Context: an optimization exercise on an open-source flow, tuned for small area, a short achievable clock period and few clock cycles per item. The choices shown serve that exercise and are no tape-out recipe. Only simulation tests tie the RTL to the original design; equivalence was not proved. Power is estimated from default activity; no workload was simulated. No driver is modelled on the clock port, so clocking that relies on it looks cheaper here than on a real chip.

===== design/flow/standard.sh =====
#!/bin/bash
# synth_recipe.tcl (not shown) runs the flow's synth.tcl, then flattens the netlist and writes it again
# the make line also repeats each setting of config.mk as NAME=value (left out here)
make -C /OpenROAD-flow-scripts/flow DESIGN_CONFIG=/design/flow/config.mk WORK_HOME=/design/flow/orfs CLKGATE_MAP_FILE= SYNTH_SCRIPT=/design/flow/synth_recipe.tcl "${@:-finish}"

===== design/flow/constraint.sdc =====
create_clock -name core_clock -period 10.0 [get_ports {clk}]
set_input_delay 2.0000 -clock core_clock [delete_from_list [all_inputs] [get_ports {clk}]]
set_output_delay 2.0000 -clock core_clock [all_outputs]
set_load 0.01 [all_outputs]

===== design/flow/design.v =====
package lmgb_pkg;
  localparam int WIDTH  = 128;
  localparam int HEIGHT = 64;
  localparam int LS     = 6 * WIDTH;
  localparam logic [7:0] THR_LOW     = 8'd30;
  localparam logic [7:0] THR_HIGH    = 8'd220;
  localparam logic [7:0] GLARE_LEVEL = 8'd220;
  localparam int DW = 18;
  localparam int DF = 8;
  localparam logic REG_MARGIN_IDX = 1'b0;
endpackage
module lmgb_divider (
  input  logic [11:0] h1,       
  input  logic [12:0] h2,       
  input  logic [13:0] h3,       
  input  logic [2:0]  sel,      
  input  logic [8:0]  offset,   
  output logic [lmgb_pkg::DW-1:0] vs,
  output logic [lmgb_pkg::DW-1:0] vc
);
  localparam int DW = lmgb_pkg::DW;
  localparam int DF = lmgb_pkg::DF;
  logic [DW-1:0] a1, a2, a3;
  logic [DW-1:0] pa, pb, pc, pd, na, nb, kc;
  logic [DW-1:0] s1, c1, s2, c2, s3, c3, s4, c4, s5, c5;
  assign a1 = DW'(h1);
  assign a2 = DW'(h2);
  assign a3 = DW'(h3);
  assign pa = ({DW{sel[0]}} & (a1 >> 1)) | ({DW{sel[1]}} & (a2 >> 2)) | ({DW{sel[2]}} & (a3 >> 7));
  assign pb = ({DW{sel[0]}} & (a1 << 5)) | ({DW{sel[1]}} & (a2 << 1)) | ({DW{sel[2]}} & (a3 >> 2));
  assign pc =                              ({DW{sel[1]}} & (a2 << 3)) | ({DW{sel[2]}} & a3);
  assign pd =                                                           ({DW{sel[2]}} & (a3 << 2));
  assign na = ~(({DW{sel[0]}} & (a1 >> 4)) | ({DW{sel[1]}} & (a2 >> 9)) | ({DW{sel[2]}} & (a3 >> 9)));
  assign nb = ~(({DW{sel[0]}} & (a1 << 2)) | ({DW{sel[1]}} & (a2 >> 7)) | ({DW{sel[2]}} & (a3 >> 5)));
  assign kc = {~offset[8], ~offset, DF'(0)} + DW'(1 << DF)
            + (sel[0] ? DW'(24 + 2) : sel[1] ? DW'(3 + 2) : DW'(2 + 2));
  assign s1 = pa ^ pb ^ pc;
  assign c1 = ((pa & pb) | (pa & pc) | (pb & pc)) << 1;
  assign s2 = pd ^ na ^ nb;
  assign c2 = ((pd & na) | (pd & nb) | (na & nb)) << 1;
  assign s3 = s1 ^ c1 ^ s2;
  assign c3 = ((s1 & c1) | (s1 & s2) | (c1 & s2)) << 1;
  assign s4 = s3 ^ c3 ^ c2;
  assign c4 = ((s3 & c3) | (s3 & c2) | (c3 & c2)) << 1;
  assign s5 = s4 ^ c4 ^ kc;
  assign c5 = ((s4 & c4) | (s4 & kc) | (c4 & kc)) << 1;
  assign vs = s5;
  assign vc = c5;
endmodule
module local_mean_glare_binarizer (
  input  logic       clk,
  input  logic       rst_n,
  input  logic       in_valid,
  output logic       in_ready,
  input  logic [7:0] in_pixel,
  output logic       out_valid,
  input  logic       out_ready,
  output logic [5:0] out_row,
  output logic [6:0] out_col,
  output logic       out_is_white,
  output logic       out_frame_last,
  input  logic       cfg_we,
  input  logic       cfg_index,
  input  logic [8:0] cfg_data
);
  localparam int W  = lmgb_pkg::WIDTH;
  localparam int HT = lmgb_pkg::HEIGHT;
  localparam int LS = lmgb_pkg::LS;
  localparam int DW = lmgb_pkg::DW;
  localparam int DF = lmgb_pkg::DF;
  localparam int F  = 12;            
  logic [1:0] wm_r;
  logic [2:0] sel_r;
  logic [8:0] off_r;
  logic [2:0] m;                     
  assign m = {1'b0, sel_r[2] | sel_r[1], sel_r[2] | sel_r[0]};
  always_ff @(posedge clk) begin
    if (!rst_n) begin
      wm_r  <= 2'd1;
      sel_r <= 3'b001;
      off_r <= '0;
    end else if (cfg_we) begin
      if (cfg_index == lmgb_pkg::REG_MARGIN_IDX) begin
        wm_r  <= cfg_data[1:0];
        sel_r <= {cfg_data[1:0] == 2'd3, cfg_data[1:0] == 2'd2, ~cfg_data[1]};
      end else begin
        off_r <= cfg_data;
      end
    end
  end
  logic       rdy_r;
  logic       acc;
  logic [5:0] nrow_r;
  logic [6:0] ncol_r;
  logic       ef;                    
  assign in_ready = rdy_r;
  assign acc      = in_valid & rdy_r;
  assign ef       = (nrow_r >= {2'b0, m, 1'b0}) && (ncol_r >= {3'b0, m, 1'b0});
  always_ff @(posedge clk) begin
    if (!rst_n) begin
      nrow_r <= '0;
      ncol_r <= '0;
    end else if (acc) begin
      ncol_r <= ncol_r + 1'b1;
      if (ncol_r == 7'(W - 1)) nrow_r <= nrow_r + 1'b1;
    end
  end
  logic       v0, e0;
  logic [7:0] p0;
  logic       cz0, cg1_0, cg2_0, cg3_0;
  always_ff @(posedge clk) begin
    if (!rst_n) begin
      v0 <= 1'b0;
      e0 <= 1'b0;
    end else begin
      v0 <= acc;
      e0 <= acc & ef;
    end
    p0    <= in_pixel;
    cz0   <= (ncol_r == 7'd0);
    cg1_0 <= (ncol_r >= 7'd3);
    cg2_0 <= (ncol_r >= 7'd5);
    cg3_0 <= (ncol_r >= 7'd7);
  end
  logic [8*LS-1:0] ls;
  always_ff @(posedge clk) begin
    if (v0) ls <= {ls[8*(LS-1)-1:0], p0};
  end
  logic [7:0] t1, t2, t3, t4, t5, t6;
  assign t1 = ls[8*(1*W)-1 -: 8];
  assign t2 = ls[8*(2*W)-1 -: 8];
  assign t3 = ls[8*(3*W)-1 -: 8];
  assign t4 = ls[8*(4*W)-1 -: 8];
  assign t5 = ls[8*(5*W)-1 -: 8];
  assign t6 = ls[8*(6*W)-1 -: 8];
  logic [9:0]  a1_r;                 
  logic [8:0]  a2_r;                 
  logic [9:0]  a3_r;                 
  logic        v1, e1;
  logic        cz1, cg1_1, cg2_1, cg3_1;
  always_ff @(posedge clk) begin
    a1_r  <= 10'(p0) + 10'(t1) + 10'(t2);
    a2_r  <= 9'(t3) + 9'(t4);
    a3_r  <= 10'(t3) + 10'(t4) + 10'(t5) + 10'(t6);
    cz1   <= cz0;
    cg1_1 <= cg1_0;
    cg2_1 <= cg2_0;
    cg3_1 <= cg3_0;
  end
  always_ff @(posedge clk) begin
    if (!rst_n) begin
      v1 <= 1'b0;
      e1 <= 1'b0;
    end else begin
      v1 <= v0;
      e1 <= e0;
    end
  end
  logic [9:0]  h1 [1:3];
  logic [10:0] h2 [1:5];
  logic [10:0] h3 [1:7];
  logic [9:0]  cs1;
  logic [10:0] cs2, cs3;
  assign cs1 = a1_r;
  assign cs2 = 11'(a1_r) + 11'(a2_r);
  assign cs3 = 11'(a1_r) + 11'(a3_r);
  always_ff @(posedge clk) begin
    if (v1) begin
      h1[1] <= cs1;
      h2[1] <= cs2;
      h3[1] <= cs3;
      for (int j = 2; j <= 3; j++) h1[j] <= h1[j-1];
      for (int j = 2; j <= 5; j++) h2[j] <= h2[j-1];
      for (int j = 2; j <= 7; j++) h3[j] <= h3[j-1];
    end
  end
  logic [11:0] d1_r;
  logic [12:0] d2_r;
  logic [13:0] d3_r;
  logic        v2, e2, cz2;
  always_ff @(posedge clk) begin
    d1_r <= 12'(a1_r) - (cg1_1 ? 12'(h1[3]) : 12'd0);
    d2_r <= 13'(a1_r) + 13'(a2_r) - (cg2_1 ? 13'(h2[5]) : 13'd0);
    d3_r <= 14'(a1_r) + 14'(a3_r) - (cg3_1 ? 14'(h3[7]) : 14'd0);
    cz2  <= cz1;
  end
  logic [2:0][2:0][7:0] blk, b3_r, b4_r, b5_r;
  for (genvar a = 0; a < 3; a++) begin : g_blk_r
    for (genvar b = 0; b < 3; b++) begin : g_blk_c
      assign blk[a][b] = ({8{sel_r[2]}} & ls[8*(W*(a+2)+b+3)-1 -: 8])
                       | ({8{sel_r[1]}} & ls[8*(W*(a+1)+b+2)-1 -: 8])
                       | ({8{sel_r[0]}} & ls[8*(W*a+b+1)-1 -: 8]);
    end
  end
  always_ff @(posedge clk) begin
    if (!rst_n) begin
      v2 <= 1'b0;
      e2 <= 1'b0;
    end else begin
      v2 <= v1;
      e2 <= e1;
    end
    b3_r <= blk;
  end
  logic [11:0] ws1_r;
  logic [12:0] ws2_r;
  logic [13:0] ws3_r;
  always_ff @(posedge clk) begin
    if (v2) begin
      ws1_r <= (cz2 ? 12'd0 : ws1_r) + d1_r;
      ws2_r <= (cz2 ? 13'd0 : ws2_r) + d2_r;
      ws3_r <= (cz2 ? 14'd0 : ws3_r) + d3_r;
    end
  end
  logic e3;
  always_ff @(posedge clk) begin
    if (!rst_n) e3 <= 1'b0;
    else        e3 <= e2;
    b4_r <= b3_r;
  end
  logic [DW-1:0] dvs, dvc, dvs_r, dvc_r;
  lmgb_divider u_div (
    .h1     (ws1_r),
    .h2     (ws2_r),
    .h3     (ws3_r),
    .sel    (sel_r),
    .offset (off_r),
    .vs     (dvs),
    .vc     (dvc)
  );
  logic e4;
  logic [8:0] cm30_r;                
  always_ff @(posedge clk) begin
    if (!rst_n) e4 <= 1'b0;
    else        e4 <= e3;
    dvs_r  <= dvs;
    dvc_r  <= dvc;
    b5_r   <= b4_r;
    cm30_r <= 9'(b4_r[1][1]) - 9'd30;
  end
  logic [DW-1:0]     psum;
  logic signed [9:0] x;
  assign psum = dvs_r + dvc_r;
  assign x    = $signed(psum[DW-1:DF]);
  logic [8:0] dark;
  for (genvar a = 0; a < 9; a++) begin : g_dark
    logic [7:0] pv;
    assign pv = b5_r[a/3][a%3];
    assign dark[a] = (pv < lmgb_pkg::THR_LOW)
                  || ((pv < lmgb_pkg::THR_HIGH) && ($signed({2'b00, pv}) < x));
  end
  logic [7:0] cen;
  logic       wng;
  assign cen = b5_r[1][1];
  assign wng = (cen > 8'd250) || ((cen > 8'd60) && ($signed({cm30_r[8], cm30_r}) > x));
  logic       e5;
  logic [8:0] dark_r;
  logic       glare_r, wng_r;
  always_ff @(posedge clk) begin
    if (!rst_n) e5 <= 1'b0;
    else        e5 <= e4;
    dark_r  <= dark;
    glare_r <= (cen > lmgb_pkg::GLARE_LEVEL);
    wng_r   <= wng;
  end
  logic [3:0] ndark;
  logic       white;
  always_comb begin
    ndark = '0;
    for (int a = 0; a < 9; a++) ndark = ndark + {3'b0, dark_r[a]};
    white = glare_r ? (ndark < 4'd4) : wng_r;
  end
  logic       q_r [F];
  logic       q0_nxt;
  logic [3:0] cnt_r;
  logic       ov_r;
  logic       pop, push;
  assign push = e5;
  assign pop  = ov_r & out_ready;
  always_comb begin
    if (pop) q0_nxt = (push && (cnt_r == 4'd1)) ? white : q_r[1];
    else     q0_nxt = (push && (cnt_r == 4'd0)) ? white : q_r[0];
  end
  always_ff @(posedge clk) begin
    q_r[0] <= q0_nxt;
    for (int i = 1; i < F; i++) begin
      if (pop) begin
        if (push && (cnt_r == 4'(i + 1))) q_r[i] <= white;
        else if (i + 1 < F)               q_r[i] <= q_r[(i + 1) % F];
      end else begin
        if (push && (cnt_r == 4'(i)))     q_r[i] <= white;
      end
    end
  end
  always_ff @(posedge clk) begin
    if (!rst_n) begin
      cnt_r <= '0;
      ov_r  <= 1'b0;
    end else begin
      cnt_r <= cnt_r + {3'b0, push} - {3'b0, pop};
      ov_r  <= push || (cnt_r > 4'd1) || ((cnt_r == 4'd1) && !pop);
    end
  end
  logic [3:0] tk_r;
  logic       inc;
  assign inc = acc & ef;
  always_ff @(posedge clk) begin
    if (!rst_n) begin
      tk_r  <= '0;
      rdy_r <= 1'b1;
    end else begin
      tk_r <= tk_r + {3'b0, inc} - {3'b0, pop};
      if (inc && !pop)      rdy_r <= (tk_r < 4'(F - 1));
      else if (!inc && pop) rdy_r <= (tk_r < 4'(F + 1));
      else                  rdy_r <= (tk_r < 4'(F));
    end
  end
  logic [5:0] orow_r;
  logic [6:0] ocol_r;
  logic       olast_r;
  logic       idle;
  assign idle = ~(v0 | e1 | e2 | e3 | e4 | e5 | ov_r);
  logic [5:0] f_row, s_row, last_row, n_row;
  logic [6:0] f_col, s_col, last_col, n_col;
  logic       f_last, s_last, n_last;
  always_comb begin
    last_row = 6'(HT - 1) - {3'b0, m};
    last_col = 7'(W - 1) - {4'b0, m};
    if (nrow_r >= {2'b0, m, 1'b0}) begin
      f_row = nrow_r - {3'b0, m};
      f_col = (ncol_r >= {3'b0, m, 1'b0}) ? ncol_r - {4'b0, m} : {4'b0, m};
    end else begin
      f_row = {3'b0, m};
      f_col = {4'b0, m};
    end
    if (ocol_r == last_col) begin
      s_col = {4'b0, m};
      s_row = (orow_r == last_row) ? {3'b0, m} : orow_r + 1'b1;
    end else begin
      s_col = ocol_r + 1'b1;
      s_row = orow_r;
    end
    f_last = (f_row == last_row) && (f_col == last_col);
    s_last = (s_row == last_row) && (s_col == last_col);
    if (idle) begin
      n_row  = f_row;
      n_col  = f_col;
      n_last = f_last;
    end else if (pop) begin
      n_row  = s_row;
      n_col  = s_col;
      n_last = s_last;
    end else begin
      n_row  = orow_r;
      n_col  = ocol_r;
      n_last = olast_r;
    end
  end
  always_ff @(posedge clk) begin
    orow_r  <= n_row;
    ocol_r  <= n_col;
    olast_r <= n_last;
  end
  assign out_valid      = ov_r;
  assign out_is_white   = q_r[0];
  assign out_row        = orow_r;
  assign out_col        = ocol_r;
  assign out_frame_last = olast_r;
endmodule

===== design/flow/config.mk =====
export PLATFORM = sky130hd
export DESIGN_NAME = local_mean_glare_binarizer
export DESIGN_NICKNAME = local_mean_glare_binarizer
export VERILOG_FILES = /design/flow/design.v
export SDC_FILE = /design/flow/constraint.sdc
export NUM_CORES = 4
export LEC_CHECK = 0
export CAP_MARGIN = 20
export CORE_MARGIN = 2
export CORE_UTILIZATION = 60
export CTS_BUF_LIST = sky130_fd_sc_hd__clkbuf_16
export CTS_CLUSTER_DIAMETER = 100
export CTS_CLUSTER_SIZE = 30
export PLACE_DENSITY = 0.7
export SLEW_MARGIN = 20
export SYNTH_MEMORY_MAX_BITS = 16384

===== design/flow/flow/run.sh =====
#!/bin/bash
# Own layout flow: the standard ORFS flow (standard.sh, unchanged synthesis, floorplan, power
# grid, placement, CTS and routing), with two settings changed:
#  - timing repair aims for setup slack of 6.5 ns at the 10 ns clock, so that paths are sized for
#    a ~3.5 ns cycle rather than left at whatever speed first meets 10 ns;
set -euo pipefail
bash standard.sh SETUP_SLACK_MARGIN=6.5 "BUFFER_PORTS_ARGS=-buffer_cell sky130_fd_sc_hd__buf_4" finish \
  > standard_flow.log 2>&1

==> tab_implementation.tex, run 1 <==
\begin{tabular}{lr}
\hline
Metric & Value \\
\hline
\multicolumn{2}{l}{\textbf{STA}} \\
\quad Maximum clock skew at final layout & 69.7 ps \\
\quad Final number of setup-violating endpoints & 0 \\
\quad Tightest slew margin relative to the limit & 24.9\% \\
\quad Clock period minus worst slack & 3750 ps \\
\quad Maximum achievable frequency & 267 MHz \\
\quad Slew at the pin closest to its max-slew limit & 1130 ps \\
\quad Final TNS setup & 0 ps \\
\quad Ratio of final minimum period to clock period & 37.5\% \\
\quad Setup repair after global routing missed its margin & yes \\
\quad Max-slew violation count & 0 \\
\quad Count of endpoints failing hold in the final timing report & 0 \\
\quad Final worst setup slack & 6250 ps \\
\multicolumn{2}{l}{\textbf{Worst setup path}} \\
\quad Startpoint-to-endpoint class of the critical path & register to register \\
\quad Worst-path fanout max & 5 \\
\quad Capturing point of the worst reg2reg path & dark\_r[3] \\
\quad Data required time at the worst endpoint & 10850 ps \\
\quad Arr. time, crit path & 4600 ps \\
\quad First element of the critical path & dvc\_r[5] \\
\quad Number of cells on the worst reg-to-reg path & 14 \\
\quad Launching element type of the critical path & register \\
\quad Setup slack of the worst register-to-register path & 6250 ps \\
\quad Worst reg2reg startpoint & dvc\_r[5] \\
\quad Crit. End Element & register \\
\multicolumn{2}{l}{\textbf{Route}} \\
\quad Post-route ant nets & 0 \\
\quad Vias per std cell & 5.36 \\
\quad Number of search-and-repair iterations in the first detailed-routing pass & 8 \\
\quad WL/cell & 20.5 um \\
\quad Remaining design rule violation count & 0 \\
\quad Initial drt markers & 7977 \\
\quad DR vias & 74500 \\
\quad Total wire length & 285000 um \\
\multicolumn{2}{l}{\textbf{Min path}} \\
\quad Worst-case hold path end point & cg3\_1 \\
\quad Min-delay worst type & register to register \\
\quad Launch point of the worst hold path & cg3\_0 \\
\quad Worst hold path depth & 0 \\
\multicolumn{2}{l}{\textbf{CTS}} \\
\quad Clk buf depth & 4 \\
\quad Clock buffer count from CTS & 267 \\
\quad Clk sink count & 6765 \\
\quad Root buffer cell & sky130\_fd\_sc\_hd\_\_clkbuf\_16 \\
\quad Clock slew at reported path FFs & 110 ps \\
\quad TritonCTS clock tree & built \\
\quad Clock latency of the later-clocked register in the worst-skew pair & 940 ps \\
\quad Deepest level of the CTS H-tree & 5 \\
\multicolumn{2}{l}{\textbf{Die}} \\
\quad Initial Util & 60.4\% \\
\quad Number of top-level pins & 40 \\
\quad CORE AREA & 0.353 sq mm \\
\quad Site row count & 218 \\
\quad Area of the die & 0.360 sq mm \\
\quad Die W & 600 um \\
\quad Die height & 600 um \\
\multicolumn{2}{l}{\textbf{Yosys}} \\
\quad Number of nets produced by synthesis & 9087 \\
\quad Arithmetic-cell share of the synthesized area counting full adders, half adders and majority gates & 2.57\% \\
\quad Count of flip-flops with a built-in enable after synthesis & 6361 \\
\quad Synth Area in XOR/XNOR & 0.529\% \\
\quad Simple logic cell fraction of the synthesized area & 1.30\% \\
\quad Distinct cell type count of the synthesized netlist & 68 \\
\quad Synth top area cells & sky130\_fd\_sc\_hd\_\_edfxtp\_1, sky130\_fd\_sc\_hd\_\_dfxtp\_1, sky130\_fd\_sc\_hd\_\_ha\_1 \\
\quad Top cell type by total area after synthesis & sky130\_fd\_sc\_hd\_\_edfxtp\_1 \\
\quad Multiplexer area fraction after synthesis & 0.144\% \\
\quad Post-Syn Instances & 8709 \\
\quad Yosys warning count & 5 \\
\quad Area share of the largest cell type after synthesis & 89.5\% \\
\quad Main combinational cell family by area after synthesis & adder cells \\
\quad Mean cell area of the mapped netlist & 24.5 sq um \\
\quad Primary flip-flop cell chosen by synthesis mapping & sky130\_fd\_sc\_hd\_\_edfxtp\_1 \\
\quad Netlist area before placement & 0.213 sq mm \\
\quad Async S/R FF share, synth & 0\% \\
\quad Synth Area in Compound Gates & 1.40\% \\
\quad Synthesized flop and latch total & 6765 \\
\quad Post-synthesis sequential area ratio & 93.3\% \\
\multicolumn{2}{l}{\textbf{Finish}} \\
\quad Layout Cell Area excl Fill & 0.229 sq mm \\
\quad Final Util & 64.9\% \\
\quad P\&R area growth vs syn & 7.45\% \\
\quad Number of nets in the layout & 9469 \\
\quad Number of filler instances in the final layout & 22000 \\
\quad Fraction of layout cells with a size suffix above 1 & 6.73\% \\
\multicolumn{2}{l}{\textbf{Power and ir drop}} \\
\quad Internal portion of total power & 38.2 mW \\
\quad Power per cell area & 212 mW/mm\^{}2 \\
\quad Switching fraction of total power & 21.3\% \\
\quad Worst ir drop on vdd & 0.254 mV \\
\quad Net switching component of the power & 10.3 mW \\
\quad Comb pwr share & 9.0\% \\
\quad Part of the power in registers & 64.7\% \\
\quad Fraction of power consumed by the clock network & 26.3\% \\
\quad Leak & 56.6 nW \\
\multicolumn{2}{l}{\textbf{Placement}} \\
\quad Count of input and output buffers & 39 \\
\quad Dpl cell area & 0.220 sq mm \\
\quad Final Wtd Congestion & 0.835 \\
\quad Detailed placement HPWL & 150000 um \\
\quad Worst Setup Slack post-DPL & 5540 ps \\
\multicolumn{2}{l}{\textbf{GRT}} \\
\quad Overall track demand over capacity in global routing & 15.4\% \\
\quad Largest net degree at the start of global routing & 224 \\
\quad Number of antenna violations at the first check in global routing & 7 \\
\quad Global-route wire length before repair & 429000 um \\
\quad Final global-route overflow total & 0 \\
\quad Vias in the first global route & 72700 \\
\multicolumn{2}{l}{\textbf{Flow run}} \\
\quad Count of maximum capacitance violations & 0 \\
\multicolumn{2}{l}{\textbf{Outcome}} \\
\quad Run status & no timing/DRC/antenna violations \\
\hline
\end{tabular}
==> worst max path at each step <==
| stage | to | slack, ps |
|---|---|---|
| floorplan | v1 | -33330 |
| global placement | tk_r[2] | 5430 |
| detailed placement | tk_r[2] | 5540 |
| CTS | out_frame_last | 6160 |
| global route | dark_r[2] | 6150 |
| finish | dark_r[3] | 6250 |
==> routing by layer <==
layer	global-route usage (%)	vias up	part of all wire, %	routed length, um
met5	0	-	0	0
met4	3.68	0	2.3	6410
met3	2.22	392	4.4	12700
met2	22.4	1272	44	126000
met1	25.0	38500	49	140000
li1	-	34300	-	-
==> power by group through the flow <==
stage               combinational, mW  sequential (mW)  clock (mW)
finish                           4.37             31.4        12.8
global route                     4.84             31.5        14.1
CTS                              4.22             31.4        13.3
detailed placement               3.51             32.1           0
global placement                 3.38             32.1           0
floorplan                        2.10             34.5           0
==> what timing repair did <==
item                       4_1_cts  5_1_grt
pin swaps                       55       32
setup endpoints to repair     3109     2652
resized for setup              146       55
setup buffers                   43       23
hold buffers                     0        0
gates cloned                     6        1
==> cells by family (layout without fill, tap and decap cells) <==
logic type               Yosys count  in the layout
multiplexers                      28             28
AO/OA/AOI/OAI                    425            425
flip-flops                      6765           6765
XOR/XNOR                         128            128
AND/OR/NAND/NOR                  564            565
adder cells (fa/ha/maj)          371            371
buffers and inverters            428            883
other                              0              4
==> registers in the layout (all words and copies together) (netlist names), 13 cells and up <==
name and cells:
dvc_r 17, h2 55, ws2_r 13, dvs_r 17
h3 77, ws3_r 14, b4_r 72, b3_r 72
b5_r 71, ls 6144, h1 30
==> worst max-delay path, stage by stage, from the launching register on <==
cell and delay, ps:
sky130_fd_sc_hd__dfxtp_2 350, sky130_fd_sc_hd__ha_4 250, sky130_fd_sc_hd__a211oi_4 210, sky130_fd_sc_hd__nor2_2 60
sky130_fd_sc_hd__o41a_1 490, sky130_fd_sc_hd__buf_4 170, sky130_fd_sc_hd__or2_4 310, sky130_fd_sc_hd__ha_1 290
sky130_fd_sc_hd__or3_1 360, sky130_fd_sc_hd__o21ai_1 80, sky130_fd_sc_hd__a21oi_1 60, sky130_fd_sc_hd__maj3_2 350
sky130_fd_sc_hd__maj3_2 320, sky130_fd_sc_hd__o31a_1 280, sky130_fd_sc_hd__a21oi_1 130
==> synthesized netlist by cell type (56+ instances only) <==
master / count
sky130_fd_sc_hd__a21oi_1: 100
sky130_fd_sc_hd__a222oi_1: 74
sky130_fd_sc_hd__and2_1: 60
sky130_fd_sc_hd__dfxtp_1: 404
sky130_fd_sc_hd__edfxtp_1: 6361
sky130_fd_sc_hd__fa_1: 116
sky130_fd_sc_hd__ha_1: 239
sky130_fd_sc_hd__inv_1: 361
sky130_fd_sc_hd__nand2_1: 159
sky130_fd_sc_hd__nor2_1: 119
sky130_fd_sc_hd__nor2b_1: 56
sky130_fd_sc_hd__o21ai_0: 79
sky130_fd_sc_hd__xnor2_1: 98
==> layout make-up <==
cell class	count	area [sq um]	share of cell area (%)
Tap cell	4730	5920	2.58
Antenna cell	4	10.0	0.00437
Clock buffer	280	7010	3.06
Inverter	363	1370	0.595
Multi-Input combinational cell	1517	13200	5.76
Timing Repair Buffer	177	2140	0.934
Clock inverter	63	519	0.226
Sequential cell	6765	199000	86.8
==> per-stage QoR <==
stage               cells  hold WS (ps)  power (mW)
finish              13900           314        48.6
CTS                 13900           318        49.0
detailed placement  13500           312        35.6
global route        13900           318        50.4
global placement    13500           312        35.5
floorplan            8709           310        36.6
==> cells in the final DEF, fill, tap and decap left out, drive strengths merged, types with 7 or more instances in the layout <==
master | netlist | final
edfxtp | 6361 | 6361
o211ai | 12 | 12
o31a | 8 | 8
o21bai | 15 | 15
nand3 | 38 | 38
a2111oi | 7 | 7
fa | 116 | 116
xor2 | 29 | 29
a211oi | 8 | 8
inv | 362 | 415
nor2 | 119 | 119
or3 | 13 | 13
nor3 | 38 | 38
mux2 | 21 | 21
xnor2 | 99 | 99
o21a | 8 | 8
nand2 | 159 | 159
a21o | 26 | 26
clkbuf | 55 | 281
a21oi | 100 | 100
nor4 | 8 | 8
buf | 10 | 171
ha | 239 | 239
a21boi | 37 | 37
a31oi | 7 | 7
maj3 | 16 | 16
nand4 | 12 | 12
dfxtp | 404 | 404
mux2i | 7 | 7
nor2b | 56 | 56
nand2b | 16 | 16
and3 | 24 | 24
clkinv | 1 | 10
a222oi | 74 | 74
o21ai | 85 | 85
or2 | 7 | 8
and2 | 61 | 61
Testbench counts, summed over its fixed seeds: cycles 49,236, items 49,152.
==> inputs of run 2 (changes only) <==
--- a/design/flow/design.v
+++ b/design/flow/design.v
@@ -69,5 +69,5 @@
   localparam int DW = lmgb_pkg::DW;
   localparam int DF = lmgb_pkg::DF;
-  localparam int F  = 12;            
+  localparam int F  = 10;            
   logic [1:0] wm_r;
   logic [2:0] sel_r;
@@ -230,5 +230,4 @@
   );
   logic e4;
-  logic [8:0] cm30_r;                
   always_ff @(posedge clk) begin
     if (!rst_n) e4 <= 1'b0;
@@ -237,5 +236,4 @@
     dvc_r  <= dvc;
     b5_r   <= b4_r;
-    cm30_r <= 9'(b4_r[1][1]) - 9'd30;
   end
   logic [DW-1:0]     psum;
@@ -243,8 +241,9 @@
   assign psum = dvs_r + dvc_r;
   assign x    = $signed(psum[DW-1:DF]);
-  logic [8:0] dark;
-  for (genvar a = 0; a < 9; a++) begin : g_dark
+  logic [7:0] dark;
+  for (genvar a = 0; a < 8; a++) begin : g_dark
+    localparam int IDX = (a < 4) ? a : a + 1;
     logic [7:0] pv;
-    assign pv = b5_r[a/3][a%3];
+    assign pv = b5_r[IDX/3][IDX%3];
     assign dark[a] = (pv < lmgb_pkg::THR_LOW)
                   || ((pv < lmgb_pkg::THR_HIGH) && ($signed({2'b00, pv}) < x));
@@ -253,7 +252,8 @@
   logic       wng;
   assign cen = b5_r[1][1];
-  assign wng = (cen > 8'd250) || ((cen > 8'd60) && ($signed({cm30_r[8], cm30_r}) > x));
+  assign wng = (cen > 8'd250)
+            || ((cen > 8'd60) && ($signed({3'b000, cen}) - 11'sd30 > 11'(x)));
   logic       e5;
-  logic [8:0] dark_r;
+  logic [7:0] dark_r;
   logic       glare_r, wng_r;
   always_ff @(posedge clk) begin
@@ -268,5 +268,5 @@
   always_comb begin
     ndark = '0;
-    for (int a = 0; a < 9; a++) ndark = ndark + {3'b0, dark_r[a]};
+    for (int a = 0; a < 8; a++) ndark = ndark + {3'b0, dark_r[a]};
     white = glare_r ? (ndark < 4'd4) : wng_r;
   end
==> design/flow/flow/run.sh (replaced) <==
#!/bin/bash
# Own layout flow: the standard ORFS flow (standard.sh: unchanged synthesis, floorplan, power
# grid, placement, CTS and routing), with three settings changed:
#  - timing repair aims for setup slack of 6.5 ns at the 10 ns clock, so that paths are sized for
#    a ~3.5 ns cycle rather than left at whatever speed first meets 10 ns;
#  - ports are buffered with plain buf_4 cells rather than the flow's default choice;
set -euo pipefail
CTS="-sink_clustering_enable -repair_clock_nets -sink_clustering_size 30"
CTS="$CTS -sink_clustering_max_diameter 100 -buf_list sky130_fd_sc_hd__clkbuf_16 -dont_use_dummy_load"
bash standard.sh SETUP_SLACK_MARGIN=6.5 "BUFFER_PORTS_ARGS=-buffer_cell sky130_fd_sc_hd__buf_4" \
  "CTS_ARGS=$CTS" finish > standard_flow.log 2>&1
==> tab_implementation.tex, run 2 <==
\begin{tabular}{lr}
\hline
Metric & Value \\
\hline
\multicolumn{2}{l}{\textbf{Outcome}} \\
\quad Run status & no timing/DRC/antenna violations (unchanged) \\
\multicolumn{2}{l}{\textbf{Die}} \\
\quad Die W & 600 um (about the same) \\
\quad Area of the die & 0.360 sq mm (about the same) \\
\quad Initial Util & 60.4\% (about the same) \\
\quad Site row count & 218 (unchanged) \\
\quad Die height & 600 um (about the same) \\
\quad CORE AREA & 0.353 sq mm (unchanged) \\
\quad Number of top-level pins & 40 (unchanged) \\
\multicolumn{2}{l}{\textbf{CTS}} \\
\quad Clock latency of the later-clocked register in the worst-skew pair & 950 ps (was 940 ps) \\
\quad Clock buffer count from CTS & 268 (was 267) \\
\quad Hold buffer count at CTS & 0 (unchanged) \\
\quad Root buffer cell & sky130\_fd\_sc\_hd\_\_clkbuf\_16 (unchanged) \\
\quad Clk buf depth & 4 (unchanged) \\
\quad Clock slew at reported path FFs & 100 ps (was 110 ps) \\
\quad TritonCTS clock tree & built (unchanged) \\
\quad Deepest level of the CTS H-tree & 5 (unchanged) \\
\quad Clk sink count & 6754 (was 6765) \\
\multicolumn{2}{l}{\textbf{Yosys}} \\
\quad Area share of the largest cell type after synthesis & 89.6\% (was 89.5\%) \\
\quad Netlist area before placement & 0.213 sq mm (about the same) \\
\quad Yosys warning count & 5 (unchanged) \\
\quad Number of nets produced by synthesis & 9070 (was 9087) \\
\quad Synthesized flop and latch total & 6754 (was 6765) \\
\quad Distinct cell type count of the synthesized netlist & 82 (was 68) \\
\quad Async S/R FF share, synth & 0\% (unchanged) \\
\quad Top cell type by total area after synthesis & sky130\_fd\_sc\_hd\_\_edfxtp\_1 (unchanged) \\
\quad Ranking of synthesized cells by instance count & sky130\_fd\_sc\_hd\_\_edfxtp\_1, sky130\_fd\_sc\_hd\_\_dfxtp\_1, sky130\_fd\_sc\_hd\_\_inv\_1 (unchanged) \\
\quad Count leader, synth & sky130\_fd\_sc\_hd\_\_edfxtp\_1 (unchanged) \\
\quad Count of flip-flops with a built-in enable after synthesis & 6361 (unchanged) \\
\quad Mean cell area of the mapped netlist & 24.5 sq um (about the same) \\
\quad Post-Syn Instances & 8707 (was 8709) \\
\quad Synth top area cells & sky130\_fd\_sc\_hd\_\_edfxtp\_1, sky130\_fd\_sc\_hd\_\_dfxtp\_1, sky130\_fd\_sc\_hd\_\_ha\_1 (unchanged) \\
\quad Post-synthesis sequential area ratio & 93.3\% (about the same) \\
\quad Primary flip-flop cell chosen by synthesis mapping & sky130\_fd\_sc\_hd\_\_edfxtp\_1 (unchanged) \\
\multicolumn{2}{l}{\textbf{Worst setup path}} \\
\quad Startpoint-to-endpoint class of the critical path & register to primary output (was register to register) \\
\quad Number of cells on the worst reg-to-reg path & 19 (was 14) \\
\quad Worst setup path end & out\_frame\_last (was dark\_r[3]) \\
\quad Arr. time, crit path & 1590 ps (was 4600 ps) \\
\quad Crit path buf inv count & 1 (unchanged) \\
\quad Capturing point of the worst reg2reg path & wng\_r (was dark\_r[3]) \\
\quad Crit-path max cell delay & 530 ps (was 490 ps) \\
\quad Worst reg2reg startpoint & dvs\_r[3] (was dvc\_r[5]) \\
\quad Setup slack of the worst register-to-register path & 6460 ps (was 6250 ps) \\
\quad Worst-path fanout max & 1 (was 5) \\
\quad Data required time at the worst endpoint & 8000 ps (was 10850 ps) \\
\quad Critical Path, Cell by Cell & buf\_6 (was ha\_4 > a211oi\_4 > nor2\_2 > o41a\_1 > buf\_4 > or2\_4 > ha\_1 > or3\_1 > o21ai\_1 > a21oi\_1 > maj3\_2 > maj3\_2 > o31a\_1 > a21oi\_1) \\
\quad Critical-path top delay cell & sky130\_fd\_sc\_hd\_\_edfxtp\_1 (was sky130\_fd\_sc\_hd\_\_o41a\_1) \\
\quad Kind of cell adding the most delay to the critical path & flip-flops (was compound AO/OA/AOI/OAI gates) \\
\quad First element of the critical path & olast\_r (was dvc\_r[5]) \\
\quad Launching element type of the critical path & register (unchanged) \\
\quad Number of stages on the worst setup path & 1 (was 14) \\
\quad Crit. End Element & primary output (was register) \\
\multicolumn{2}{l}{\textbf{Finish}} \\
\quad P\&R area growth vs syn & 7.14\% (was 7.45\%) \\
\quad Flip-flop count of the largest register, all copies and words added & 6144 (unchanged) \\
\quad Fraction of layout cells with a size suffix above 1 & 6.44\% (was 6.73\%) \\
\quad Number of nets in the layout & 9449 (was 9469) \\
\quad Register name with the most flops & ls (unchanged) \\
\quad Most frequent cells in the layout & sky130\_fd\_sc\_hd\_\_edfxtp\_1, sky130\_fd\_sc\_hd\_\_dfxtp\_1, sky130\_fd\_sc\_hd\_\_inv\_1, sky130\_fd\_sc\_hd\_\_clkbuf\_16, sky130\_fd\_sc\_hd\_\_ha\_1 (was sky130\_fd\_sc\_hd\_\_edfxtp\_1, sky130\_fd\_sc\_hd\_\_inv\_1, sky130\_fd\_sc\_hd\_\_dfxtp\_1, sky130\_fd\_sc\_hd\_\_clkbuf\_16, sky130\_fd\_sc\_hd\_\_ha\_1) \\
\quad Registers with the most flip-flops & ls: 6144 flops, h3: 77 flops (unchanged) \\
\quad Most common cell after layout, fill and taps aside & sky130\_fd\_sc\_hd\_\_edfxtp\_1 (unchanged) \\
\quad Final Util & 64.7\% (was 64.9\%) \\
\multicolumn{2}{l}{\textbf{Min path}} \\
\quad Min-delay worst type & register to register (unchanged) \\
\quad Launch point of the worst hold path & b4\_r[50] (was cg3\_0) \\
\multicolumn{2}{l}{\textbf{GRT}} \\
\quad Peak-usage layer in the global routing report & met1 (unchanged) \\
\quad Vias in the first global route & 72400 (was 72700) \\
\quad Fraction of met1 tracks used by global routing & 24.9\% (was 25.0\%) \\
\quad Overall track demand over capacity in global routing & 15.4\% (about the same) \\
\quad Largest net degree at the start of global routing & 222 (was 224) \\
\quad Met2 Use GR & 23.0\% (was 22.4\%) \\
\quad Global-route wire length before repair & 428000 um (was 429000 um) \\
\quad Number of antenna violations at the first check in global routing & 5 (was 7) \\
\quad Global routing met3 resource utilization & 2.00\% (was 2.22\%) \\
\quad Final global-route overflow total & 0 (unchanged) \\
\multicolumn{2}{l}{\textbf{STA}} \\
\quad Maximum clock skew at final layout & 84.2 ps (was 69.7 ps) \\
\quad Final-layout worst hold slack & 315 ps (was 314 ps) \\
\quad Ratio of final minimum period to clock period & 35.9\% (was 37.5\%) \\
\quad Final TNS setup & 0 ps (unchanged) \\
\quad Slew at the pin closest to its max-slew limit & 1120 ps (was 1130 ps) \\
\quad Setup repair after global routing missed its margin & yes (unchanged) \\
\quad Final number of setup-violating endpoints & 0 (unchanged) \\
\quad Tightest slew margin relative to the limit & 25.5\% (was 24.9\%) \\
\quad Count of endpoints failing hold in the final timing report & 0 (unchanged) \\
\quad Clock period minus worst slack & 3590 ps (was 3750 ps) \\
\quad Maximum achievable frequency & 279 MHz (was 267 MHz) \\
\quad Max-slew violation count & 0 (unchanged) \\
\multicolumn{2}{l}{\textbf{Placement}} \\
\quad Count of input and output buffers & 39 (unchanged) \\
\quad Final Wtd Congestion & 0.802 (was 0.835) \\
\quad Detailed placement HPWL & 152000 um (was 150000 um) \\
\multicolumn{2}{l}{\textbf{Power and ir drop}} \\
\quad Internal portion of total power & 37.9 mW (was 38.2 mW) \\
\quad Worst ir drop on vdd & 0.194 mV (was 0.254 mV) \\
\quad Fraction of power consumed by the clock network & 25.3\% (was 26.3\%) \\
\quad Leak & 56.0 nW (was 56.6 nW) \\
\quad Comb pwr share & 9.2\% (was 9.0\%) \\
\quad Net switching component of the power & 10.3 mW (about the same) \\
\quad Pwr Total & 48.2 mW (was 48.6 mW) \\
\quad Power per cell area & 211 mW/mm\^{}2 (was 212 mW/mm\^{}2) \\
\quad Part of the power in registers & 65.5\% (was 64.7\%) \\
\quad Switching fraction of total power & 21.4\% (was 21.3\%) \\
\multicolumn{2}{l}{\textbf{Route}} \\
\quad Initial drt markers & 8190 (was 7977) \\
\quad WL/cell & 20.7 um (was 20.5 um) \\
\quad DR vias & 74400 (was 74500) \\
\quad Post-route ant nets & 0 (unchanged) \\
\quad Remaining design rule violation count & 0 (unchanged) \\
\quad Number of search-and-repair iterations in the first detailed-routing pass & 9 (was 8) \\
\quad Total wire length & 286000 um (was 285000 um) \\
\quad Vias per std cell & 5.39 (was 5.36) \\
\multicolumn{2}{l}{\textbf{Flow run}} \\
\quad Count of maximum capacitance violations & 0 (unchanged) \\
\hline
\end{tabular}
-- run 2: cell types whose count changed in the layout (fill, tap and decap cells not counted), sizes merged, moves of 11 or more --
cell and change:
nor3 +11, dfxtp -11, inv -54, mux2i +13, ha -15, nor4 +12
mux2 -16, nand2b +12
-- run 2: what timing repair did --
action,in CTS,in global routing
gates cloned,2,13
endpoints found under the setup margin,1528,2556
resized for setup,107,91
hold endpoints to repair,0,0
setup buffers,34,32
pin swaps,42,55
-- run 2: final cells by class --
cell class / instances / area [sq um]
Multi-Input combinational cell: 1522 / 13300
Clock buffer: 268 / 6710
Fill cell: 22100 / 125000
Tap cell: 4730 / 5920
Antenna cell: 4 / 10.0
Sequential cell: 6754 / 199000
Inverter: 364 / 1380
Timing Repair Buffer: 176 / 2250
-- run 2: worst min-delay path by stage --
stage,cells after the start,end,slack (ps)
after CTS,0,b4_r[56],320
after global routing,0,b5_r[50],320
after detailed placement,0,b5_r[25],310
after global placement,0,b5_r[38],310
final,0,b5_r[50],320
after floorplan,0,b4_r[0],310
-- run 2: power groups by stage --
stage	clock network, mW	logic, mW	registers, mW
floorplan	0	2.02	35.8
global placement	0	3.53	32.3
detailed placement	0	3.64	32.3
CTS	12.8	4.09	31.6
global route	13.6	4.89	31.6
finish	12.2	4.42	31.6
-- run 2: cells by family after synthesis --
kind of cell | share of synthesized area, %
AOI/OAI and AO/OA | 1.47
xor gates and xnor gates | 0.535
adders and majority gates | 2.45
buffers and inverters | 0.775
DFF | 93.3
muxes | 0.120
and+or+nand+nor | 1.38
-- run 2: metal layers --
layer,part of all wire [%],vias up,routed length (um)
met2,45,1165,129000
met3,4.3,348,12300
li1,-,34300,-
met4,2.0,0,5830
met5,0,-,0
met1,49,38700,139000
-- run 2: through the flow --
stage	worst slack (ps)	instances	instance area (sq um)
after global routing	6260	13800	228000
final	6410	13800	228000
after CTS	6300	13800	227000
after global placement	5200	13500	220000
after floorplan	-33730	8707	213000
after detailed placement	5160	13500	220000
Testbench counts of run 2, summed over its fixed seeds: cycles 49,236, items 49,152.
==> inputs of run 3 (changes only) <==
--- a/design/flow/design.v
+++ b/design/flow/design.v
@@ -273,4 +273,5 @@
   logic       q_r [F];
   logic       q0_nxt;
+  logic       wo_r;
   logic [3:0] cnt_r;
   logic       ov_r;
@@ -283,5 +284,8 @@
   end
   always_ff @(posedge clk) begin
-    q_r[0] <= q0_nxt;
+    wo_r <= q0_nxt;
+    if (pop || (push && (cnt_r == 4'd0))) begin
+      q_r[0] <= pop ? ((push && (cnt_r == 4'd1)) ? white : q_r[1]) : white;
+    end
     for (int i = 1; i < F; i++) begin
       if (pop) begin
@@ -316,7 +320,7 @@
     end
   end
-  logic [5:0] orow_r;
-  logic [6:0] ocol_r;
-  logic       olast_r;
+  logic [5:0] orow_r, orow_o;
+  logic [6:0] ocol_r, ocol_o;
+  logic       olast_r, olast_o;
   logic       idle;
   assign idle = ~(v0 | e1 | e2 | e3 | e4 | e5 | ov_r);
@@ -358,12 +362,17 @@
   end
   always_ff @(posedge clk) begin
-    orow_r  <= n_row;
-    ocol_r  <= n_col;
-    olast_r <= n_last;
+    orow_o  <= n_row;
+    ocol_o  <= n_col;
+    olast_o <= n_last;
+    if (idle || pop) begin
+      orow_r  <= idle ? f_row : s_row;
+      ocol_r  <= idle ? f_col : s_col;
+      olast_r <= idle ? f_last : s_last;
+    end
   end
   assign out_valid      = ov_r;
-  assign out_is_white   = q_r[0];
-  assign out_row        = orow_r;
-  assign out_col        = ocol_r;
-  assign out_frame_last = olast_r;
+  assign out_is_white   = wo_r;
+  assign out_row        = orow_o;
+  assign out_col        = ocol_o;
+  assign out_frame_last = olast_o;
 endmodule
==> design/flow/flow/run.sh (replaced) <==
#!/bin/bash
# Own layout flow: the standard ORFS flow (standard.sh: unchanged synthesis, floorplan, power
# grid, placement, CTS and routing), with three settings changed:
#  - timing repair aims for setup slack of 6.65 ns at the 10 ns clock, so that paths are sized for
#    a ~3.35 ns cycle rather than left at whatever speed first meets 10 ns;
#  - ports are buffered with plain buf_4 cells rather than the flow's default choice;
set -euo pipefail
CTS="-sink_clustering_enable -repair_clock_nets -sink_clustering_size 30"
CTS="$CTS -sink_clustering_max_diameter 100 -buf_list sky130_fd_sc_hd__clkbuf_16 -dont_use_dummy_load"
bash standard.sh SETUP_SLACK_MARGIN=6.65 "BUFFER_PORTS_ARGS=-buffer_cell sky130_fd_sc_hd__buf_4" \
  "CTS_ARGS=$CTS" finish > standard_flow.log 2>&1
==> tab_implementation.tex, run 3 <==
\begin{tabular}{lr}
\hline
Metric & Value \\
\hline
\multicolumn{2}{l}{\textbf{GRT}} \\
\quad Number of antenna violations at the first check in global routing & 9 (was 5) \\
\quad Global-route wire length before repair & 429000 um (was 428000 um) \\
\quad Overall track demand over capacity in global routing & 15.3\% (was 15.4\%) \\
\quad Vias in the first global route & 72700 (was 72400) \\
\quad Largest net degree at the start of global routing & 231 (was 222) \\
\quad Final global-route overflow total & 0 (unchanged) \\
\multicolumn{2}{l}{\textbf{Yosys}} \\
\quad Synth top area cells & sky130\_fd\_sc\_hd\_\_edfxtp\_1, sky130\_fd\_sc\_hd\_\_dfxtp\_1, sky130\_fd\_sc\_hd\_\_ha\_1 (unchanged) \\
\quad Synthesized flop and latch total & 6769 (was 6754) \\
\quad Count leader, synth & sky130\_fd\_sc\_hd\_\_edfxtp\_1 (unchanged) \\
\quad Top cell type by total area after synthesis & sky130\_fd\_sc\_hd\_\_edfxtp\_1 (unchanged) \\
\quad Mean cell area of the mapped netlist & 24.4 sq um (was 24.5 sq um) \\
\quad Distinct cell type count of the synthesized netlist & 69 (was 82) \\
\quad Primary flip-flop cell chosen by synthesis mapping & sky130\_fd\_sc\_hd\_\_edfxtp\_1 (unchanged) \\
\quad Post-synthesis sequential area ratio & 93.3\% (about the same) \\
\quad Async S/R FF share, synth & 0\% (unchanged) \\
\quad Netlist area before placement & 0.213 sq mm (about the same) \\
\quad Post-Syn Instances & 8734 (was 8707) \\
\quad Area share of the largest cell type after synthesis & 89.5\% (was 89.6\%) \\
\quad Count of flip-flops with a built-in enable after synthesis & 6361 (unchanged) \\
\quad Yosys warning count & 5 (unchanged) \\
\quad Number of nets produced by synthesis & 9097 (was 9070) \\
\quad Ranking of synthesized cells by instance count & sky130\_fd\_sc\_hd\_\_edfxtp\_1, sky130\_fd\_sc\_hd\_\_dfxtp\_1, sky130\_fd\_sc\_hd\_\_inv\_1 (unchanged) \\
\multicolumn{2}{l}{\textbf{CTS}} \\
\quad Clock buffer count from CTS & 268 (unchanged) \\
\quad TritonCTS clock tree & built (unchanged) \\
\quad Clock latency of the later-clocked register in the worst-skew pair & 930 ps (was 950 ps) \\
\quad Root buffer cell & sky130\_fd\_sc\_hd\_\_clkbuf\_16 (unchanged) \\
\quad Clk sink count & 6769 (was 6754) \\
\quad Hold buffer count at CTS & 0 (unchanged) \\
\quad Clk buf depth & 4 (unchanged) \\
\quad Deepest level of the CTS H-tree & 5 (unchanged) \\
\quad Clock slew at reported path FFs & 110 ps (was 100 ps) \\
\multicolumn{2}{l}{\textbf{Power and ir drop}} \\
\quad Power per cell area & 211 mW/mm\^{}2 (about the same) \\
\quad Switching fraction of total power & 21.4\% (about the same) \\
\quad Net switching component of the power & 10.4 mW (was 10.3 mW) \\
\quad Leak & 56.4 nW (was 56.0 nW) \\
\quad Fraction of power consumed by the clock network & 25.2\% (was 25.3\%) \\
\quad Part of the power in registers & 65.5\% (about the same) \\
\quad Internal portion of total power & 38.1 mW (was 37.9 mW) \\
\quad Pwr Total & 48.4 mW (was 48.2 mW) \\
\quad Comb pwr share & 9.2\% (about the same) \\
\quad Worst ir drop on vdd & 0.220 mV (was 0.194 mV) \\
\multicolumn{2}{l}{\textbf{Worst setup path}} \\
\quad Worst-path fanout max & 4 (was 1) \\
\quad Launching element type of the critical path & register (unchanged) \\
\quad Startpoint-to-endpoint class of the critical path & register to register (was register to primary output) \\
\quad Critical-path top delay cell & sky130\_fd\_sc\_hd\_\_dfxtp\_2 (was sky130\_fd\_sc\_hd\_\_edfxtp\_1) \\
\quad Arr. time, crit path & 4330 ps (was 1590 ps) \\
\quad Crit-path max cell delay & 350 ps (was 530 ps) \\
\quad Critical Path, Cell by Cell & ha\_4 > a21o\_1 > a21o\_1 > a21oi\_1 > a21bo\_4 > a221oi\_4 > nor2\_1 > a211oi\_2 > buf\_4 > inv\_4 > ha\_4 > nand4\_1 > o21bai\_4 > nor4\_4 > nor3\_2 > xnor2\_1 > o31ai\_1 (was buf\_6) \\
\quad Crit. End Element & register (was primary output) \\
\quad Data required time at the worst endpoint & 10780 ps (was 8000 ps) \\
\multicolumn{2}{l}{\textbf{STA}} \\
\quad Maximum achievable frequency & 281 MHz (was 279 MHz) \\
\quad Setup repair after global routing missed its margin & yes (unchanged) \\
\quad Slew at the pin closest to its max-slew limit & 1210 ps (was 1120 ps) \\
\quad Maximum clock skew at final layout & 102 ps (was 84.2 ps) \\
\quad Ratio of final minimum period to clock period & 35.5\% (was 35.9\%) \\
\quad Max-slew violation count & 0 (unchanged) \\
\quad Count of endpoints failing hold in the final timing report & 0 (unchanged) \\
\quad Final TNS setup & 0 ps (unchanged) \\
\quad Final number of setup-violating endpoints & 0 (unchanged) \\
\quad Clock period minus worst slack & 3550 ps (was 3590 ps) \\
\quad Tightest slew margin relative to the limit & 19.6\% (was 25.5\%) \\
\quad Final-layout worst hold slack & 279 ps (was 315 ps) \\
\multicolumn{2}{l}{\textbf{Placement}} \\
\quad Count of input and output buffers & 39 (unchanged) \\
\quad Detailed placement HPWL & 148000 um (was 152000 um) \\
\quad Placed Instances & 13500 (about the same) \\
\quad Final Wtd Congestion & 0.822 (was 0.802) \\
\multicolumn{2}{l}{\textbf{Min path}} \\
\quad Min-delay worst type & register to register (unchanged) \\
\multicolumn{2}{l}{\textbf{Outcome}} \\
\quad Run status & no timing/DRC/antenna violations (unchanged) \\
\multicolumn{2}{l}{\textbf{Die}} \\
\quad Site row count & 219 (was 218) \\
\quad Die W & 600 um (about the same) \\
\quad Area of the die & 0.361 sq mm (was 0.360 sq mm) \\
\quad Initial Util & 60.2\% (was 60.4\%) \\
\quad Number of top-level pins & 40 (unchanged) \\
\quad Die height & 600 um (about the same) \\
\quad CORE AREA & 0.355 sq mm (was 0.353 sq mm) \\
\multicolumn{2}{l}{\textbf{Route}} \\
\quad Vias per std cell & 5.39 (about the same) \\
\quad WL/cell & 20.5 um (was 20.7 um) \\
\quad Post-route ant nets & 0 (unchanged) \\
\quad Remaining design rule violation count & 0 (unchanged) \\
\quad Number of search-and-repair iterations in the first detailed-routing pass & 8 (was 9) \\
\quad Initial drt markers & 7810 (was 8190) \\
\quad DR vias & 74900 (was 74400) \\
\quad Total wire length & 284000 um (was 286000 um) \\
\multicolumn{2}{l}{\textbf{Finish}} \\
\quad Most common cell after layout, fill and taps aside & sky130\_fd\_sc\_hd\_\_edfxtp\_1 (unchanged) \\
\quad Register name with the most flops & ls (unchanged) \\
\quad Number of nets in the layout & 9490 (was 9449) \\
\quad Registers with the most flip-flops & ls: 6144 flops, h3: 77 flops (unchanged) \\
\quad P\&R area growth vs syn & 7.45\% (was 7.14\%) \\
\quad Flip-flop count of the largest register, all copies and words added & 6144 (unchanged) \\
\quad Footprint of the multi-input gates & 0.0133 sq mm (about the same) \\
\quad Sequential Area & 0.199 sq mm (about the same) \\
\quad Most frequent cells in the layout & sky130\_fd\_sc\_hd\_\_edfxtp\_1, sky130\_fd\_sc\_hd\_\_dfxtp\_1, sky130\_fd\_sc\_hd\_\_inv\_1, sky130\_fd\_sc\_hd\_\_clkbuf\_16, sky130\_fd\_sc\_hd\_\_ha\_1 (unchanged) \\
\quad Fraction of layout cells with a size suffix above 1 & 7.17\% (was 6.44\%) \\
\quad Final Util & 64.6\% (was 64.7\%) \\
\quad Post-Layout Cell Count & 13900 (was 13800) \\
\quad Number of filler instances in the final layout & 22400 (was 22100) \\
\multicolumn{2}{l}{\textbf{Flow run}} \\
\quad Count of maximum capacitance violations & 0 (unchanged) \\
\hline
\end{tabular}
[run 3: cell count changes in the layout (fill, tap and decap cells not counted), moves of 12 or more]
cell | before | now
sky130_fd_sc_hd__a21boi_0 | 35 | 18
sky130_fd_sc_hd__a21o_1 | 20 | 32
sky130_fd_sc_hd__a21oi_2 | 4 | 22
sky130_fd_sc_hd__dfxtp_2 | 4 | 19
sky130_fd_sc_hd__nor2_1 | 112 | 89
sky130_fd_sc_hd__o21ai_1 | 11 | 30
sky130_fd_sc_hd__xnor2_1 | 92 | 105
[run 3: path summary, 6_finish.rpt]
path / start / end / slack (ps) / cells after the start
min: cz0 / cz1 / 280 / 0
max: dvs_r[9] / wng_r / 6450 / 17
max reg2reg: dvs_r[9] / wng_r / 6450 / 17
min reg2reg: cz0 / cz1 / 280 / 0
[run 3: through the flow]
step	cell area (sq um)	setup WS [ps]
finish	229000	6450
global route	229000	6180
CTS	228000	6300
detailed placement	220000	4730
global placement	220000	4710
floorplan	214000	-33330
[run 3: timing repair]
action	CTS	global route
endpoints found under the setup margin	2037	1207
pin swaps	74	86
buffers inserted	29	47
gates cloned	14	9
resized for setup	183	123
[run 3: logic make-up (layout without fill, tap and decap cells)]
kind of cell / after synthesis / count (layout) / synth area share [%]
DFF: 6769 / 6769 / 93.3
and+or+nand+nor: 540 / 540 / 1.25
AOI/OAI and AO/OA: 464 / 464 / 1.50
buffers and inverters: 446 / 836 / 0.788
adders and majority gates: 346 / 346 / 2.43
xor gates and xnor gates: 144 / 144 / 0.591
muxes: 25 / 26 / 0.118
other: 0 / 2 / 0
[run 3: power groups by stage]
stage / Sequential, mW / Combinational [mW] / Clock (mW)
6_report: 31.7 / 4.47 / 12.2
2_1_floorplan: 35.4 / 2.16 / 0
3_5_place_dp: 32.4 / 3.66 / 0
3_3_place_gp: 32.4 / 3.55 / 0
4_1_cts: 31.7 / 4.11 / 12.8
5_1_grt: 31.8 / 4.99 / 13.6
[run 3: worst max-delay path: cells and delay by family (launching register included)]
family          cells  cell delay, ps
buf+inv             2             220
xor+xnor            1             130
flops               1             350
simple gates        4             490
fa+ha+maj           2             530
compound gates      8            1680
[run 3: cell type report]
class / instances / share of cell area, %
antenna: 2 / 0.00218
sequential: 6769 / 86.9
timing repair buffer: 197 / 1.17
tap: 4751 / 2.59
clock buffer: 268 / 2.92
inverter: 370 / 0.614
multi-input combinational: 1520 / 5.81
timing repair inverter: 1 / 0.00218
[run 3: routing by layer]
| metal | routed length, um | global-route usage, % |
|---|---|---|
| met5 | 0 | 0 |
| met4 | 6760 | 3.79 |
| met2 | 124000 | 21.9 |
| met3 | 13800 | 2.13 |
| met1 | 140000 | 25.3 |
Testbench counts of run 3, summed over its fixed seeds: cycles 49,236, items 49,152.
==> inputs of run 4 (changes only) <==
--- a/design/flow/design.v
+++ b/design/flow/design.v
@@ -241,4 +241,9 @@
   assign psum = dvs_r + dvc_r;
   assign x    = $signed(psum[DW-1:DF]);
+  logic       xle30, xge220;
+  logic [7:0] xlo;
+  assign xle30  = (x <= 10'sd30);
+  assign xge220 = (x >= 10'sd220);
+  assign xlo    = x[7:0];
   logic [7:0] dark;
   for (genvar a = 0; a < 8; a++) begin : g_dark
@@ -247,11 +252,12 @@
     assign pv = b5_r[IDX/3][IDX%3];
     assign dark[a] = (pv < lmgb_pkg::THR_LOW)
-                  || ((pv < lmgb_pkg::THR_HIGH) && ($signed({2'b00, pv}) < x));
+                  || ((pv < lmgb_pkg::THR_HIGH) && (xge220 || (!xle30 && (pv < xlo))));
   end
-  logic [7:0] cen;
+  logic [7:0] cen, cm30;
   logic       wng;
-  assign cen = b5_r[1][1];
-  assign wng = (cen > 8'd250)
-            || ((cen > 8'd60) && ($signed({3'b000, cen}) - 11'sd30 > 11'(x)));
+  assign cen  = b5_r[1][1];
+  assign cm30 = cen - 8'd30;
+  assign wng  = (cen > 8'd250)
+             || ((cen > 8'd60) && (xle30 || (!xge220 && (cm30 > xlo))));
   logic       e5;
   logic [7:0] dark_r;
==> tab_implementation.tex, run 4 <==
\begin{tabular}{lr}
\hline
Metric & Value \\
\hline
\multicolumn{2}{l}{\textbf{Power and ir drop}} \\
\quad Part of the power in registers & 65.2\% (was 65.5\%) \\
\quad Comb pwr share & 9.7\% (was 9.2\%) \\
\quad Switching fraction of total power & 21.5\% (was 21.4\%) \\
\quad Leak & 56.2 nW (was 56.4 nW) \\
\quad Internal portion of total power & 38.1 mW (about the same) \\
\quad Power per cell area & 212 mW/mm\^{}2 (was 211 mW/mm\^{}2) \\
\quad Net switching component of the power & 10.5 mW (was 10.4 mW) \\
\quad Fraction of power consumed by the clock network & 25.2\% (about the same) \\
\quad Pwr Total & 48.6 mW (was 48.4 mW) \\
\quad Worst ir drop on vdd & 0.214 mV (was 0.220 mV) \\
\multicolumn{2}{l}{\textbf{Worst setup path}} \\
\quad Worst-path fanout max & 1 (was 4) \\
\quad Setup slack of the worst register-to-register path & 6650 ps (was 6450 ps) \\
\quad Arr. time, crit path & 1440 ps (was 4330 ps) \\
\quad Kind of cell adding the most delay to the critical path & flip-flops (was compound AO/OA/AOI/OAI gates) \\
\quad Crit-path max cell delay & 380 ps (was 350 ps) \\
\quad Startpoint-to-endpoint class of the critical path & register to primary output (was register to register) \\
\quad Critical-path top delay cell & sky130\_fd\_sc\_hd\_\_dfxtp\_4 (was sky130\_fd\_sc\_hd\_\_dfxtp\_2) \\
\quad Crit. End Element & primary output (was register) \\
\quad Crit path buf inv count & 1 (was 2) \\
\quad Number of cells on the worst reg-to-reg path & 10 (was 17) \\
\quad Capturing point of the worst reg2reg path & dvs\_r[2] (was wng\_r) \\
\quad Launching element type of the critical path & register (unchanged) \\
\quad Worst reg2reg startpoint & sel\_r[2] (was dvs\_r[9]) \\
\quad Critical Path, Cell by Cell & buf\_8 (was ha\_4 > a21o\_1 > a21o\_1 > a21oi\_1 > a21bo\_4 > a221oi\_4 > nor2\_1 > a211oi\_2 > buf\_4 > inv\_4 > ha\_4 > nand4\_1 > o21bai\_4 > nor4\_4 > nor3\_2 > xnor2\_1 > o31ai\_1) \\
\quad Data required time at the worst endpoint & 8000 ps (was 10780 ps) \\
\multicolumn{2}{l}{\textbf{Yosys}} \\
\quad Count of flip-flops with a built-in enable after synthesis & 6361 (unchanged) \\
\quad Top cell type by total area after synthesis & sky130\_fd\_sc\_hd\_\_edfxtp\_1 (unchanged) \\
\quad Yosys warning count & 5 (unchanged) \\
\quad Count leader, synth & sky130\_fd\_sc\_hd\_\_edfxtp\_1 (unchanged) \\
\quad Ranking of synthesized cells by instance count & sky130\_fd\_sc\_hd\_\_edfxtp\_1, sky130\_fd\_sc\_hd\_\_dfxtp\_1, sky130\_fd\_sc\_hd\_\_inv\_1 (unchanged) \\
\quad Mean cell area of the mapped netlist & 24.5 sq um (was 24.4 sq um) \\
\quad Post-Syn Instances & 8724 (was 8734) \\
\quad Primary flip-flop cell chosen by synthesis mapping & sky130\_fd\_sc\_hd\_\_edfxtp\_1 (unchanged) \\
\quad Distinct cell type count of the synthesized netlist & 82 (was 69) \\
\quad Area share of the largest cell type after synthesis & 89.5\% (about the same) \\
\quad Synth top area cells & sky130\_fd\_sc\_hd\_\_edfxtp\_1, sky130\_fd\_sc\_hd\_\_dfxtp\_1, sky130\_fd\_sc\_hd\_\_ha\_1 (unchanged) \\
\quad Number of nets produced by synthesis & 9086 (was 9097) \\
\quad Synthesized flop and latch total & 6769 (unchanged) \\
\quad Netlist area before placement & 0.214 sq mm (was 0.213 sq mm) \\
\quad Async S/R FF share, synth & 0\% (unchanged) \\
\quad Post-synthesis sequential area ratio & 93.3\% (about the same) \\
\multicolumn{2}{l}{\textbf{CTS}} \\
\quad TritonCTS clock tree & built (unchanged) \\
\quad Root buffer cell & sky130\_fd\_sc\_hd\_\_clkbuf\_16 (unchanged) \\
\quad Clock latency of the later-clocked register in the worst-skew pair & 920 ps (was 930 ps) \\
\quad Hold buffer count at CTS & 0 (unchanged) \\
\quad Clock slew at reported path FFs & 100 ps (was 110 ps) \\
\quad Clk buf depth & 4 (unchanged) \\
\quad Clock buffer count from CTS & 269 (was 268) \\
\quad Clk sink count & 6769 (unchanged) \\
\quad Deepest level of the CTS H-tree & 5 (unchanged) \\
\multicolumn{2}{l}{\textbf{GRT}} \\
\quad Overall track demand over capacity in global routing & 15.9\% (was 15.3\%) \\
\quad Largest net degree at the start of global routing & 216 (was 231) \\
\quad Final global-route overflow total & 0 (unchanged) \\
\quad Vias in the first global route & 72800 (was 72700) \\
\quad Global-route wire length before repair & 440000 um (was 429000 um) \\
\quad Number of antenna violations at the first check in global routing & 15 (was 9) \\
\multicolumn{2}{l}{\textbf{Min path}} \\
\quad Launch point of the worst hold path & b4\_r[25] (was cz0) \\
\quad Min-delay worst type & register to register (unchanged) \\
\quad Worst hold path depth & 0 (unchanged) \\
\quad Worst-case hold path end point & b5\_r[25] (was cz1) \\
\multicolumn{2}{l}{\textbf{Die}} \\
\quad Die height & 601 um (was 600 um) \\
\quad Die W & 601 um (was 600 um) \\
\quad Initial Util & 60.1\% (was 60.2\%) \\
\quad CORE AREA & 0.355 sq mm (about the same) \\
\quad Area of the die & 0.361 sq mm (about the same) \\
\quad Number of top-level pins & 40 (unchanged) \\
\quad Site row count & 219 (unchanged) \\
\multicolumn{2}{l}{\textbf{Route}} \\
\quad Initial drt markers & 8089 (was 7810) \\
\quad Number of search-and-repair iterations in the first detailed-routing pass & 7 (was 8) \\
\quad DR vias & 74900 (about the same) \\
\quad Total wire length & 294000 um (was 284000 um) \\
\quad Vias per std cell & 5.40 (was 5.39) \\
\quad Post-route ant nets & 0 (unchanged) \\
\quad Remaining design rule violation count & 0 (unchanged) \\
\quad WL/cell & 21.2 um (was 20.5 um) \\
\multicolumn{2}{l}{\textbf{STA}} \\
\quad Maximum achievable frequency & 291 MHz (was 281 MHz) \\
\quad Slew at the pin closest to its max-slew limit & 1120 ps (was 1210 ps) \\
\quad Final number of setup-violating endpoints & 0 (unchanged) \\
\quad Tightest slew margin relative to the limit & 25.1\% (was 19.6\%) \\
\quad Final TNS setup & 0 ps (unchanged) \\
\quad Max-slew violation count & 0 (unchanged) \\
\quad Count of endpoints failing hold in the final timing report & 0 (unchanged) \\
\quad Maximum clock skew at final layout & 81.6 ps (was 102 ps) \\
\quad Setup repair after global routing missed its margin & yes (unchanged) \\
\quad Ratio of final minimum period to clock period & 34.4\% (was 35.5\%) \\
\quad Clock period minus worst slack & 3440 ps (was 3550 ps) \\
\multicolumn{2}{l}{\textbf{Finish}} \\
\quad Most frequent cells in the layout & sky130\_fd\_sc\_hd\_\_edfxtp\_1, sky130\_fd\_sc\_hd\_\_dfxtp\_1, sky130\_fd\_sc\_hd\_\_inv\_1, sky130\_fd\_sc\_hd\_\_clkbuf\_16, sky130\_fd\_sc\_hd\_\_ha\_1 (unchanged) \\
\quad Sequential Area & 0.199 sq mm (about the same) \\
\quad Fraction of layout cells with a size suffix above 1 & 7.07\% (was 7.17\%) \\
\quad P\&R area growth vs syn & 7.32\% (was 7.45\%) \\
\quad Register name with the most flops & ls (unchanged) \\
\quad Number of filler instances in the final layout & 22500 (was 22400) \\
\quad Flip-flop count of the largest register, all copies and words added & 6144 (unchanged) \\
\quad Registers with the most flip-flops & ls: 6144 flops, h3: 77 flops (unchanged) \\
\quad Number of nets in the layout & 9473 (was 9490) \\
\quad Most common cell after layout, fill and taps aside & sky130\_fd\_sc\_hd\_\_edfxtp\_1 (unchanged) \\
\quad Footprint of the multi-input gates & 0.0134 sq mm (was 0.0133 sq mm) \\
\multicolumn{2}{l}{\textbf{Placement}} \\
\quad Final Wtd Congestion & 0.818 (was 0.822) \\
\quad Count of input and output buffers & 39 (unchanged) \\
\quad Detailed placement HPWL & 160000 um (was 148000 um) \\
\multicolumn{2}{l}{\textbf{Flow run}} \\
\quad Count of maximum capacitance violations & 0 (unchanged) \\
\multicolumn{2}{l}{\textbf{Outcome}} \\
\quad Run status & no timing/DRC/antenna violations (unchanged) \\
\hline
\end{tabular}
[run 4: kinds of logic after synthesis]
group / Yosys count / synth area share (%)
compound gates: 481 / 1.58
xor+xnor: 146 / 0.611
fa+ha+maj: 341 / 2.40
buf+inv: 436 / 0.779
flops: 6769 / 93.3
mux: 25 / 0.119
simple gates: 526 / 1.23
[run 4: layout make-up]
class	count	share of cell area, %
diodes	7	0.00764
clock buffers	269	2.94
inverters	360	0.598
multi-input cells	1519	5.87
flip-flops and latches	6769	87.0
well taps	4751	2.59
repair buffers	192	1.04
[run 4: layer usage]
layer | GRT usage [%] | share of wire (%)
met3 | 1.90 | 4.0
met5 | 0 | 0
met4 | 4.22 | 2.5
met2 | 23.9 | 45
met1 | 25.4 | 48
[run 4: power groups by stage]
stage	clock (mW)	sequential, mW	combinational, mW
global placement	0	32.3	3.68
CTS	12.8	31.7	4.13
floorplan	0	35.4	2.22
global route	13.6	31.7	5.18
detailed placement	0	32.3	3.81
finish	12.2	31.7	4.70
[run 4: worst register-to-register path: stages (launching register included)]
cell and delay [ps]:
sky130_fd_sc_hd__dfxtp_4 440, sky130_fd_sc_hd__buf_4 180, sky130_fd_sc_hd__clkbuf_16 150, sky130_fd_sc_hd__a222oi_1 360, sky130_fd_sc_hd__fa_1 510, sky130_fd_sc_hd__inv_1 100
sky130_fd_sc_hd__fa_1 410, sky130_fd_sc_hd__fa_1 550, sky130_fd_sc_hd__inv_2 40, sky130_fd_sc_hd__fa_1 470, sky130_fd_sc_hd__inv_1 40
[run 4: worst max path at each step]
stage                     slack [ps]    endpoint  cells past startpoint  startpoint
after global routing            6470  out_col[6]                      1   ocol_o[6]
after CTS                       6450  out_col[6]                      1   ocol_o[6]
after global placement          4770     tk_r[2]                     16    sel_r[0]
after detailed placement        4620     tk_r[2]                     16    sel_r[0]
after floorplan               -33330          v1                      1          v0
final                           6560  out_col[0]                      1   ocol_o[0]
[run 4: repair_timing]
item                        CTS  global route
cloned                        5             5
setup endpoints to repair  2823          1672
pin swaps                    20            93
setup buffers                34            42
gates resized for setup     136           164
[run 4: through the flow]
| step | hold WS, ps | instances | setup WS, ps | area (sq um) | utilization [%] |
|---|---|---|---|---|---|
| 4_1_cts | 325 | 13800 | 6450 | 228000 | 64.2 |
| 3_5_place_dp | 312 | 13500 | 4620 | 220000 | 62.0 |
| 6_report | 323 | 13900 | 6560 | 229000 | 64.5 |
| 5_1_grt | 337 | 13900 | 6470 | 229000 | 64.5 |
| 2_1_floorplan | 310 | 8724 | -33330 | 214000 | - |
| 3_3_place_gp | 311 | 13500 | 4770 | 220000 | 62.0 |
Testbench counts of run 4, summed over its fixed seeds: cycles 49,236, items 49,152.

Setup slack of run 4, layout unchanged: 6.562 ns with ideal ports, 6.461 ns with driving cells assumed (clock clkbuf_16, inputs buf_2), 5.832 ns with port delays also shifted by the 0.996 ns mid clock arrival.
